Context: an optimization exercise on an open-source flow, tuned for small area and a short achievable clock period. The choices shown serve that exercise and are no tape-out recipe.
RTL that was checked went through simulation tests only; none was proved equivalent to the original.
Function not checked in run 2: the RTL went through the layout flow alone.
No activity file was given, so power comes from the tool's default toggle rates.

$ cat flow/run.sh
#!/bin/bash
# synth_recipe.tcl (not shown) runs the flow's synth.tcl, then flattens the netlist and writes it again
# the make line also repeats each setting of config.mk as NAME=value (left out here)
make -C /OpenROAD-flow-scripts/flow DESIGN_CONFIG=/design/flow/config.mk WORK_HOME=/design/flow/orfs CLKGATE_MAP_FILE= SYNTH_SCRIPT=/design/flow/synth_recipe.tcl finish
$ cat flow/config.mk
export PLATFORM = sky130hd
export DESIGN_NAME = mem_responder
export DESIGN_NICKNAME = mem_responder
export VERILOG_FILES = /design/flow/design.v
export SDC_FILE = /design/flow/constraint.sdc
export NUM_CORES = 4
export LEC_CHECK = 0
export CAP_MARGIN = 20
export CORE_MARGIN = 2
export CORE_UTILIZATION = 65
export CTS_BUF_LIST = sky130_fd_sc_hd__clkbuf_16
export CTS_CLUSTER_DIAMETER = 60
export CTS_CLUSTER_SIZE = 25
export PLACE_DENSITY = 0.75
export SETUP_SLACK_MARGIN = 2.6
export SLEW_MARGIN = 20
export SYNTH_HIERARCHICAL = 1
export SYNTH_MINIMUM_KEEP_SIZE = 0
$ cat flow/constraint.sdc
create_clock -name core_clock -period 5.0 [get_ports {clk}]
set_input_delay 1.0000 -clock core_clock [delete_from_list [all_inputs] [get_ports {clk}]]
set_output_delay 1.0000 -clock core_clock [all_outputs]
set_load 0.01 [all_outputs]
$ cat flow/design.v
module mem_responder #(
  parameter int WORD_SIZE = 16,
  parameter int ADDR_BITS = 8,
  parameter int LATENCY   = 2
) (
  input  logic                 clk,
  input  logic                 reset_n,
  input  logic                 readM,
  input  logic                 writeM,
  input  logic [WORD_SIZE-1:0] address,
  input  logic [WORD_SIZE-1:0] data_in,
  output logic [WORD_SIZE-1:0] data_out,
  output logic                 ready,
  output logic                 error
);
  localparam int RING  = 4;
  localparam int NRING = (1 << ADDR_BITS) / RING;    
  localparam int NTAP  = 2 * NRING;                  
  typedef enum logic [1:0] {
    S_IDLE = 2'd0,
    S_B1   = 2'd1,
    S_B2   = 2'd2,
    S_DONE = 2'd3
  } state_t;
  state_t               state;
  logic                 op_write;
  logic [7:0]           lat_addr;
  logic [WORD_SIZE-1:0] lat_data;
  logic                 lat_pol;      
  logic [6:0]           lat_tap;      
  logic                 rd_late;      
  logic [NTAP-1:0]      tap_sel;      
  logic                 ld_tap, ld_hold;
  logic                 pend_valid;
  logic [7:0]           pend_addr;
  logic [WORD_SIZE-1:0] pend_data;
  logic [7:0]           pw_hi, pw_hi_n;    
  logic [7:0]           pw_lo, pw_lo_n;    
  logic                 ins, ins_n;        
  logic [2:0]           phase;
  logic [2:0]           phase_p1;          
  logic [3:0]           rd_late_v, tap_h_v, pol_v;
  logic [WORD_SIZE-1:0] ring [NRING][RING];
  logic [WORD_SIZE-1:0] tap_q, tap_d, tap_hold;
  logic unused_addr_hi;
  assign unused_addr_hi = ^address[WORD_SIZE-1:ADDR_BITS];
  logic st_idle, accept, conflict, wr_done;
  assign st_idle  = (state == S_IDLE);
  assign accept   = st_idle && (readM ^ writeM);
  assign conflict = st_idle && readM && writeM;
  assign wr_done  = (state == S_B2) && op_write && reset_n;
  logic idle_q;
  always_ff @(posedge clk) begin
    idle_q <= !reset_n || ((st_idle || state == S_DONE) && !readM && !writeM);
  end
  always_ff @(posedge clk) begin
    phase    <= phase + 3'd1;
    phase_p1 <= phase + 3'd2;
    for (int a = 0; a < 4; a++) begin
      logic [2:0] p1;
      p1 = 3'(a) + phase + 3'd2;
      rd_late_v[a] <= p1[0];
      tap_h_v[a]   <= p1[1] ^ p1[0];
      pol_v[a]     <= p1[2] ^ (p1[1] & p1[0]);
    end
  end
  logic [WORD_SIZE-1:0] wbus;
  assign wbus = pend_data ^ {WORD_SIZE{phase[2]}};
  for (genvar k = 0; k < NRING; k++) begin : g_ring
    logic en, en_n;
    assign en   = ins && pw_hi[k / 8] && pw_lo[k % 8];
    assign en_n = ins_n || pw_hi_n[k / 8] || pw_lo_n[k % 8];
    always_ff @(posedge clk) begin
      ring[k][0] <= ~((ring[k][RING-1] | {WORD_SIZE{en}}) & (wbus | {WORD_SIZE{en_n}}));
      for (int j = 1; j < RING; j++) ring[k][j] <= ring[k][j-1];
    end
  end
  logic       pv_next, ins_next;
  logic [1:0] sn_next;
  assign pv_next  = wr_done || (pend_valid && !ins);
  assign sn_next  = wr_done ? ~lat_addr[1:0] : ~pend_addr[1:0];
  assign ins_next = pv_next && (phase_p1[1:0] == sn_next);
  logic [7:0] pa_next;
  assign pa_next = wr_done ? lat_addr : pend_addr;
  always_ff @(posedge clk) begin
    if (wr_done) begin
      pend_addr <= lat_addr;
      pend_data <= lat_data;
    end
    for (int i = 0; i < 8; i++) begin
      pw_hi[i]   <= (pa_next[7:5] == 3'(i));
      pw_lo[i]   <= (pa_next[4:2] == 3'(i));
      pw_hi_n[i] <= (pa_next[7:5] != 3'(i));
      pw_lo_n[i] <= (pa_next[4:2] != 3'(i));
    end
    pend_valid <= pv_next;
    ins        <= ins_next;
    ins_n      <= !ins_next;
  end
  logic [WORD_SIZE-1:0] t1 [NRING];         
  logic [WORD_SIZE-1:0] t2 [NRING / 4];     
  logic [WORD_SIZE-1:0] t3 [NRING / 8];     
  logic [WORD_SIZE-1:0] t4 [NRING / 16];    
  logic [WORD_SIZE-1:0] t5 [NRING / 32];    
  for (genvar k = 0; k < NRING; k++) begin : g_t1
    assign t1[k] = ~((ring[k][0] & {WORD_SIZE{tap_sel[2 * k]}}) |
                     (ring[k][2] & {WORD_SIZE{tap_sel[2 * k + 1]}}));
  end
  for (genvar g = 0; g < NRING / 4; g++) begin : g_t2
    for (genvar b = 0; b < WORD_SIZE; b++) begin : g_b
      mem_responder_nand4 u_g (.a(t1[4*g][b]), .b(t1[4*g+1][b]), .c(t1[4*g+2][b]),
                               .d(t1[4*g+3][b]), .y(t2[g][b]));
    end
  end
  for (genvar g = 0; g < NRING / 8; g++) begin : g_t3
    for (genvar b = 0; b < WORD_SIZE; b++) begin : g_b
      mem_responder_nor2 u_g (.a(t2[2*g][b]), .b(t2[2*g+1][b]), .y(t3[g][b]));
    end
  end
  for (genvar g = 0; g < NRING / 16; g++) begin : g_t4
    for (genvar b = 0; b < WORD_SIZE; b++) begin : g_b
      mem_responder_nand2 u_g (.a(t3[2*g][b]), .b(t3[2*g+1][b]), .y(t4[g][b]));
    end
  end
  for (genvar g = 0; g < NRING / 32; g++) begin : g_t5
    for (genvar b = 0; b < WORD_SIZE; b++) begin : g_b
      mem_responder_nor2 u_g (.a(t4[2*g][b]), .b(t4[2*g+1][b]), .y(t5[g][b]));
    end
  end
  for (genvar b = 0; b < WORD_SIZE; b++) begin : g_t6
    mem_responder_nand2 u_g (.a(t5[0][b]), .b(t5[1][b]), .y(tap_q[b]));
  end
  assign tap_d = tap_q ^ {WORD_SIZE{lat_pol}};
  logic fwd, fwd_h;
  logic [WORD_SIZE-1:0] hold_val;
  assign fwd      = pend_valid && (pend_addr == lat_addr);
  assign hold_val = fwd_h ? pend_data : (tap_hold ^ {WORD_SIZE{lat_pol}});
  always_ff @(posedge clk) begin
    tap_hold <= tap_q;
    fwd_h    <= fwd;
  end
  logic [6:0] tap_idx, tap_next;
  assign tap_idx  = {address[7:2], tap_h_v[address[1:0]]};
  assign tap_next = idle_q ? tap_idx : lat_tap;
  always_ff @(posedge clk) begin
    if (idle_q) begin
      op_write <= writeM;
      lat_addr <= address[7:0];
      lat_data <= data_in;
      rd_late  <= rd_late_v[address[1:0]];
      lat_pol  <= pol_v[address[1:0]];
      lat_tap  <= tap_idx;
    end
    for (int i = 0; i < NTAP; i++) tap_sel[i] <= (tap_next == 7'(i));
  end
  always_ff @(posedge clk) begin
    ld_tap  <= reset_n && (state == S_B1) && !op_write && rd_late;
    ld_hold <= reset_n && (state == S_B1) && !op_write && !rd_late;
  end
  always_ff @(posedge clk) begin
    if (!reset_n) begin
      state    <= S_IDLE;
      data_out <= '0;
      ready    <= 1'b0;
      error    <= 1'b0;
    end else begin
      ready <= (state == S_B2);
      error <= conflict;
      if (ld_tap) data_out <= tap_d;
      else if (ld_hold) data_out <= hold_val;
      case (state)
        S_IDLE: if (accept) state <= S_B1;
                else if (conflict) state <= S_DONE;
        S_B1:   state <= S_B2;
        S_B2:   state <= S_DONE;
        default: if (!readM && !writeM) state <= S_IDLE;
      endcase
    end
  end
endmodule
module mem_responder_nand4 (
  input  logic a, b, c, d,
  output logic y
);
  assign y = ~(a & b & c & d);
endmodule
module mem_responder_nand2 (
  input  logic a, b,
  output logic y
);
  assign y = ~(a & b);
endmodule
module mem_responder_nor2 (
  input  logic a, b,
  output logic y
);
  assign y = ~(a | b);
endmodule
==> impl_results.md, run 1 <==
* Tightest Pin Transition at between 1 and 1.5 ns
* Initial core utilization at 0.656
* Die height at between 400 and 500 µm
* Placer congestion estimate at 0.877
* Post-Syn Area at 111000 µm²
* Rows at 151
* Clock latency at the later pin of the worst-skew pair at about 0.88 ns
* Hold Path Cell Cnt at 0
* Reg2reg path depth at 2
* Initial antenna violation count at 21
* Setup slack, reg-to-reg at 2.53 ns
* Clock share of power at 0.293
* Final Net Count at 7895
* Ports at 54
* Commonest non-fill, non-tap cells in the layout: dfxtp_1, o22ai_1, a22oi_1
* Status: no timing/DRC/antenna violations
* CP Class: flip-flop to flip-flop
* Place WS at 1.70 ns
* Fin worst setup slack at approximately 2.5 ns
* Share of layout cells above drive strength 1 at 0.0828
* Cell area after layout at 119000 µm²
* Count of pins over their slew limit at 0
* Skew final at 0.0511 ns
* Worst reg2reg path startpoint: pw_lo_n[1]$_DFF_P_
* Worst Hold Launch: ring[169][4]$_DFF_P_
* CTS root buf: clkbuf_16
* 1st-iter DRT viols at around 7500
* Filler cells at 11300
* Placed wire-length estimate at 169 mm
* Worst slew margin at 0.158
* Max Clk Rate at about 0.40 GHz
* Power Density at 507 nW/µm²
* Total GRT Usage at 0.322
* Switching share of power at 0.239
* Placement-stage cell area at between 100000 and 150000 µm²
* Area occupied by multi-input gates at 21200 µm²
* DRC at 0
* Area grow syn2layout at 6.78%
* Total gr overflow at 0
* Static Leak at 45.0 nW
* CP Launch Type: flip-flop
* Yosys cell types at 60
* # setup viols final at 0
* Clk sink count at 4369
* EDFF count, synth at 45
* Hold endpoint: ring[170][4]$_DFF_P_
* Port buffer count at 45
* Clk pin slew, worst setup/hold paths at 0.09 ns
* Sequential Power Share at 0.655
* Combinational share of power at 0.052
* WP data required at 5.69 ns
* Synthesized Nets at 8227
* Ys flop type: dfxtp_1
* Cts hold-fix bufs at 0
* Clock Path Buffers at 3
* H-tree depth at 4
* Synth Instances at 8182
* Class of the worst hold path: flip-flop to flip-flop
* RSZ-0062 raised after global routing: true
* Sw power at 14.4 mW
* Total Power at 60.3 mW
* Crit path max fanout at 16
* Internal power at 45.9 mW
* Reg-to-Reg End: ring[36][7]$_DFF_P_
* Avg Cell Area, Syn at 13.6 µm²
* Vias at about 65000
* Final hold viol count at 0
* Asr flop ratio synth at 0
* Die X at 418 µm
* Peak supply drop at about 0.42 mV
* Routed WL at 289 mm
* Vias/cell at 6.44
* Sequential cell area at 88100 µm²
* Drt pass-1 iters at 6
* Total negative slack at 0 ns
* Post-synthesis sequential area ratio at 0.790
* Final min period at ~2.5 ns
* Routed WL per cell at 28.5 µm
* Post-synthesis register bit count at 4369
* TritonCTS clock tree: built
* DIE AREA at 174000 µm²
* Core Region at 170000 µm²
* Data arrival, critical path at 3.16 ns
* Vias in the first global route at 66300
* CP Capture Type: flip-flop
* Syn. warnings at 15
* Global-route wire length before repair at 422 mm
* Post-route ant nets at 0
* Final worst-path cycle share at 0.494
* Most common cell after layout, fill and taps aside: dfxtp_1
* MaxCap Viol Count at 0
* Total CTS buffers at just under 200
* Largest net degree at the start of global routing at 65
worst max-delay path: stages, from the launching register on:
cell,delay [ns]
dfxtp_1,1.07
or3_1,1.01
o22ai_1,0.18
logic make-up after synthesis:
kind of cell / share of synthesized area
XOR/XNOR: 0.00647
adder cells (fa/ha/maj): 0.00101
multiplexers: 0.00241
buffers and inverters: 0.0263
AO/OA/AOI/OAI: 0.132
flip-flops: 0.790
AND/OR/NAND/NOR: 0.0412
layer usage:
metal	up-vias	wire length, µm	GRT usage
met4	8	15400	0.173
li1	28600	-	-
met3	737	25500	0.0685
met1	32800	118000	0.429
met5	-	57	0
met2	3208	130000	0.497
per-stage QoR:
step	util	hold WS, ns	cells
6_report	0.700	0.316	10100
3_3_place_gp	0.662	0.310	9849
2_1_floorplan	-	0.310	8182
4_1_cts	0.697	0.313	10100
3_5_place_dp	0.662	0.312	9852
5_1_grt	0.700	0.323	10100
what timing repair did:
| action | 4_1_cts | 5_1_grt |
|---|---|---|
| gates resized for setup | 274 | 159 |
| pin swaps | 16 | 50 |
| hold endpoints to repair | 0 | 0 |
| setup buffers | 8 | 5 |
| endpoints found under the setup margin | 730 | 411 |
| cloned | 2 | 0 |
power groups by stage:
stage / Combinational (mW) / Clock [mW] / Sequential [mW]
floorplan: 1.71 / 0 / 39.1
global placement: 2.77 / 0 / 39.9
detailed placement: 2.84 / 0 / 40.1
CTS: 2.98 / 17.7 / 39.4
global route: 3.28 / 18.9 / 39.6
finish: 3.16 / 17.6 / 39.5
area by class of cell:
cell class	instances	area share
clock inverters	51	0.00331
repair buffers	124	0.00949
multi-input cells	3133	0.179
diodes	28	0.000590
well taps	2218	0.0234
clock buffers	200	0.0421
flip-flops and latches	4369	0.742
inverters	24	0.000758
worst max-delay path by stage:
stage,depth (start not counted),slack [ns],endpoint,from
2_1_floorplan,7,2.89,tap_sel[111]$_DFF_P_,idle_q$_DFF_P_
3_3_place_gp,3,1.61,tap_sel[111]$_DFF_P_,address[7]
3_5_place_dp,5,1.70,tap_sel[111]$_DFF_P_,address[0]
4_1_cts,1,2.50,data_out[0],data_out[0]$_SDFFE_PN0P_
5_1_grt,10,2.50,data_out[6]$_SDFFE_PN0P_,tap_sel[76]$_DFF_P_
6_report,2,2.53,ring[36][7]$_DFF_P_,pw_lo_n[1]$_DFF_P_
per-module statistics from Yosys, one instance, submodules excluded:
| module | flip-flops and latches | times used |
|---|---|---|
| mem_responder_nor2 | 0 | 160 |
| mem_responder_nand2 | 0 | 80 |
| mem_responder | 4369 | 1 |
| mem_responder_nand4 | 0 | 256 |
cell usage after synthesis, drive strengths merged (11+ instances only):
cell type | count | area [µm²]
or3 | 64 | 400
nand3 | 14 | 110
nor2b | 11 | 68.8
xnor2 | 28 | 245
nor2 | 271 | 1020
buf | 269 | 1350
nand2 | 156 | 586
dfxtp | 4324 | 86600
inv | 23 | 86.3
o21ai | 17 | 100
nand4 | 257 | 1610
nor3 | 40 | 200
o22ai | 1028 | 6460
clkbuf | 389 | 1500
and3 | 67 | 419
mux2i | 16 | 185
nand2b | 12 | 75.1
edfxtp | 45 | 1350
a22oi | 1027 | 7710
a21oi | 18 | 90.1
xor2 | 37 | 474
state kept, by name, summed over array words and instances, names as in the netlist, 16 cells and up:
register   count
tap_hold      16
data_out      16
tap_sel      128
ring        4096
lat_data      16
pend_data     16
==> run 2: changes to the inputs <==
--- a/flow/design.v
+++ b/flow/design.v
@@ -50,7 +50,8 @@
   assign conflict = st_idle && readM && writeM;
   assign wr_done  = (state == S_B2) && op_write && reset_n;
-  logic idle_q;
+  logic idle_q, busy_t;
   always_ff @(posedge clk) begin
     idle_q <= !reset_n || ((st_idle || state == S_DONE) && !readM && !writeM);
+    busy_t <= reset_n && !((st_idle || state == S_DONE) && !readM && !writeM);
   end
   always_ff @(posedge clk) begin
@@ -142,5 +143,11 @@
   logic [6:0] tap_idx, tap_next;
   assign tap_idx  = {address[7:2], tap_h_v[address[1:0]]};
-  assign tap_next = idle_q ? tap_idx : lat_tap;
+  assign tap_next = busy_t ? lat_tap : tap_idx;
+  logic [7:0]  sel_hi;
+  logic [15:0] sel_lo;
+  always_comb begin
+    for (int i = 0; i < 8; i++)  sel_hi[i] = (tap_next[6:4] == 3'(i));
+    for (int i = 0; i < 16; i++) sel_lo[i] = (tap_next[3:0] == 4'(i));
+  end
   always_ff @(posedge clk) begin
     if (idle_q) begin
@@ -152,5 +159,5 @@
       lat_tap  <= tap_idx;
     end
-    for (int i = 0; i < NTAP; i++) tap_sel[i] <= (tap_next == 7'(i));
+    for (int i = 0; i < NTAP; i++) tap_sel[i] <= sel_hi[i / 16] && sel_lo[i % 16];
   end
   always_ff @(posedge clk) begin
==> run 2 against run 1 <==
  * Register-to-register slack worse by 0.03 ns
  * Largest cell class unchanged
  * Non-clock buffer count down 3
  * Sequential power about the same
  * Cell count about the same
  * Worst setup slack worse by 0.034 ns
  * Final area about the same
  * Maximum frequency down 1.4%
  * Largest power group unchanged
  * Flip-flop and latch count down 5
  * Global-route usage about the same
==> impl_results.md, run 2 <==
* Reg2reg path depth at 2
* Port buffer count at 45
* TritonCTS clock tree: built
* Final hold viol count at 0
* Placed wire-length estimate at 171 mm
* Tightest Pin Transition at about 1.2 ns
* EDFF count, synth at 46
* Global-route wire length before repair at 421 mm
* DIE AREA at 174000 µm²
* Vias at 65100
* Rows at 151
* Placer congestion estimate at 0.870
* M1 wire length at 117 mm
* Area grow syn2layout at 7.04%
* Metal2 WL at 130 mm
* Top layer in use: met5
* Largest register FFs at 4096
* Filler cells at 11100
* Clock Path Buffers at 3
* Family with the most delay on the worst path: flip-flops
* Most common cell after layout, fill and taps aside: dfxtp_1
* Routed WL per cell at ~28 µm
* Placement-stage cell area at 112000 µm²
* Class of the worst hold path: flip-flop to flip-flop
* CP Capture Type: flip-flop
* Routed WL at 287 mm
* Total gr overflow at 0
* Total Power at 60.2 mW
* Hold Path Cell Cnt at 0
* CP Launch Type: flip-flop
* Worst slew margin at 0.166
* Commonest non-fill, non-tap cells in the layout: dfxtp_1, o22ai_1, a22oi_1
* Vias in the first global route at about 65000
* Total negative slack at 0 ns
* CP cell instances: and3_1 > o22ai_1
* Synth Instances at 8197
* Final Net Count at around 7900
* Critical path depth at 2
* Peak supply drop at 0.441 mV
* Sequential cell area at 88100 µm²
* Initial core utilization at 0.655
* CP Class: flip-flop to flip-flop
* Power Density at 507 nW/µm²
* Max Clk Rate at 0.399 GHz
* Largest net degree at the start of global routing at 57
* Clk pin slew, worst setup/hold paths at 0.09 ns
* Core Region at 169000 µm²
* Post-Syn Area at 111000 µm²
* Post-synth top area share at 0.779
* Synthesized Nets at about 8200
* Syn. warnings at 15
* Vias/cell at approximately 6.4
* Static Leak at about 45 nW
* Count leader, synth: dfxtp_1
* Biggest register: ring
* Avg Cell Area, Syn at ~14 µm²
* Drt pass-1 iters at 6
* Post-route ant nets at 0
* Skew final at 0.0538 ns
* Post-synthesis sequential area ratio at 0.791
* Die height at roughly 420 µm
* Ys flop type: dfxtp_1
* Asr flop ratio synth at 0
* WP data required at 5.70 ns
* Crit path largest cell delay at 1.14 ns
* Clk sink count at between 4000 and 5000
* DRC at 0
* Share of layout cells above drive strength 1 at 0.0768
* CP max stage cell: dfxtp_1
* Total CTS buffers at 198
* Met3 routed WL at 25.5 mm
* Cell area after layout at 119000 µm²
* Area occupied by multi-input gates at ~21000 µm²
* Top area cells in the synthesized netlist: dfxtp_1, a22oi_1, o22ai_1, clkbuf_1, nand4_1
* Final min period at ~2.5 ns
* # setup viols final at 0
* Yosys cell types at 55
* RSZ-0062 raised after global routing: true
* Crit path max fanout at 16
* Die X at 417 µm
* H-tree depth at 4
* Ports at 54
* Post-synthesis register bit count at roughly 4400
* CTS root buf: clkbuf_16
* 1st-iter DRT viols at 6863
* Area leader, netlist: dfxtp_1
* Clock latency at the later pin of the worst-skew pair at around 0.89 ns
* Critical path buffer and inverter count at 0
* Largest registers: ring x4096, tap_sel x128
* Count of pins over their slew limit at 0
* Synth cell count leaders: dfxtp_1, a22oi_1, o22ai_1
* Status: no timing/DRC/antenna violations
* Final worst-path cycle share at 0.501
* MaxCap Viol Count at 0
* Total GRT Usage at 0.323
* Data arrival, critical path at 3.20 ns
* Initial antenna violation count at 15
run 2: what timing repair did:
| item | CTS | global route |
|---|---|---|
| buffers inserted | 11 | 13 |
| setup endpoints to repair | 923 | 278 |
| hold buffers | 0 | 0 |
| pin swaps | 12 | 28 |
| resized for setup | 275 | 133 |
run 2: kinds of logic after synthesis:
kind of cell               share of synthesized area
AOI/OAI and AO/OA                              0.133
xor gates and xnor gates                     0.00567
adders and majority gates                    0.00101
buffers and inverters                         0.0256
DFF                                            0.791
muxes                                        0.00133
and+or+nand+nor                               0.0421
run 2: area by class of cell:
type / instances / share of cell area
diodes: 12 / 0.000253
well taps: 2218 / 0.0234
clock buffers: 202 / 0.0426
repair buffers: 121 / 0.00984
inverters: 24 / 0.000822
multi-input cells: 3143 / 0.177
clock inverters: 54 / 0.00450
flip-flops and latches: 4364 / 0.742
run 2: metrics by stage:
step	instances	setup WS (ns)	util	hold WS, ns
6_report	10100	2.50	0.701	0.303
5_1_grt	10100	2.51	0.701	0.315
4_1_cts	10100	2.28	0.698	0.312
3_5_place_dp	9846	1.40	0.662	0.312
3_3_place_gp	9846	1.44	0.662	0.310
2_1_floorplan	8197	2.71	-	0.310
run 2: final timing paths:
check	from	endpoint	slack, ns
worst max register to register	pw_lo[7]$_DFF_P_	ring[28][9]$_DFF_P_	2.50
worst max-delay path	pw_lo[7]$_DFF_P_	ring[28][9]$_DFF_P_	2.50
worst min-delay path	ring[185][15]$_DFF_P_	ring[186][15]$_DFF_P_	0.30
worst min register to register	ring[185][15]$_DFF_P_	ring[186][15]$_DFF_P_	0.30
run 2: where the power goes:
part | leakage (nW) | switching [mW] | internal (mW)
sequential | 36.5 | 1.79 | 37.4
clock | 2.80 | 10.3 | 7.66
combinational | 5.61 | 2.07 | 0.948
run 2: per-module statistics from Yosys, one instance, submodules excluded:
module | cells inside | flip-flops and latches | cell area, µm² | copies in the design
mem_responder | 7701 | 4364 | 108000 | 1
mem_responder_nand4 | 1 | 0 | 6.26 | 256
mem_responder_nand2 | 1 | 0 | 3.75 | 80
mem_responder_nor2 | 1 | 0 | 3.75 | 160
run 2: per-layer routing:
layer / vias to the layer above / global-route usage
met2: 3151 / 0.497
met3: 638 / 0.0675
li1: 28600 / -
met4: 10 / 0.158
met1: 32700 / 0.436
met5: - / 0.00389
run 2: worst register-to-register path, delay by kind of cell (launching register included):
family | cells | cell delay [ns]
flops | 1 | 1.14
simple gates | 1 | 0.95
compound gates | 1 | 0.23

re-timing with driven ports:
Ports are ideal in the flow. The routed layouts listed here were re-timed in OpenROAD. Step 1, drivers: a clkbuf_16 drives clk and a buf_2 each remaining input, both assumed. Step 2, shift: input delay + t, output delay - t, t = (earliest + latest rising clock arrival at the registers) / 2. This alone moves slack from input paths to output paths. Slacks: no drivers / after step 1 / after step 2; pairs: no drivers / after step 1.
| run | t, ns | setup WS [ns] | worst setup path after step 2 | latest minus earliest clock arrival (ns) | worst data-port slew with drivers (ns) |
|---|---|---|---|---|---|
| run 1 | 0.946 | 2.530 / 2.428 / 1.483 | input to register | 0.054 / 0.055 | 0.24 |
| run 2 | 0.946 | 2.495 / 2.454 / 1.566 | input to register | 0.055 / 0.055 | 0.18 |
After both steps setup and hold are still met in every run listed. For run 1, which loses most, drivers alone change the setup slack by -0.102 ns; drivers and shift together by -1.047 ns.
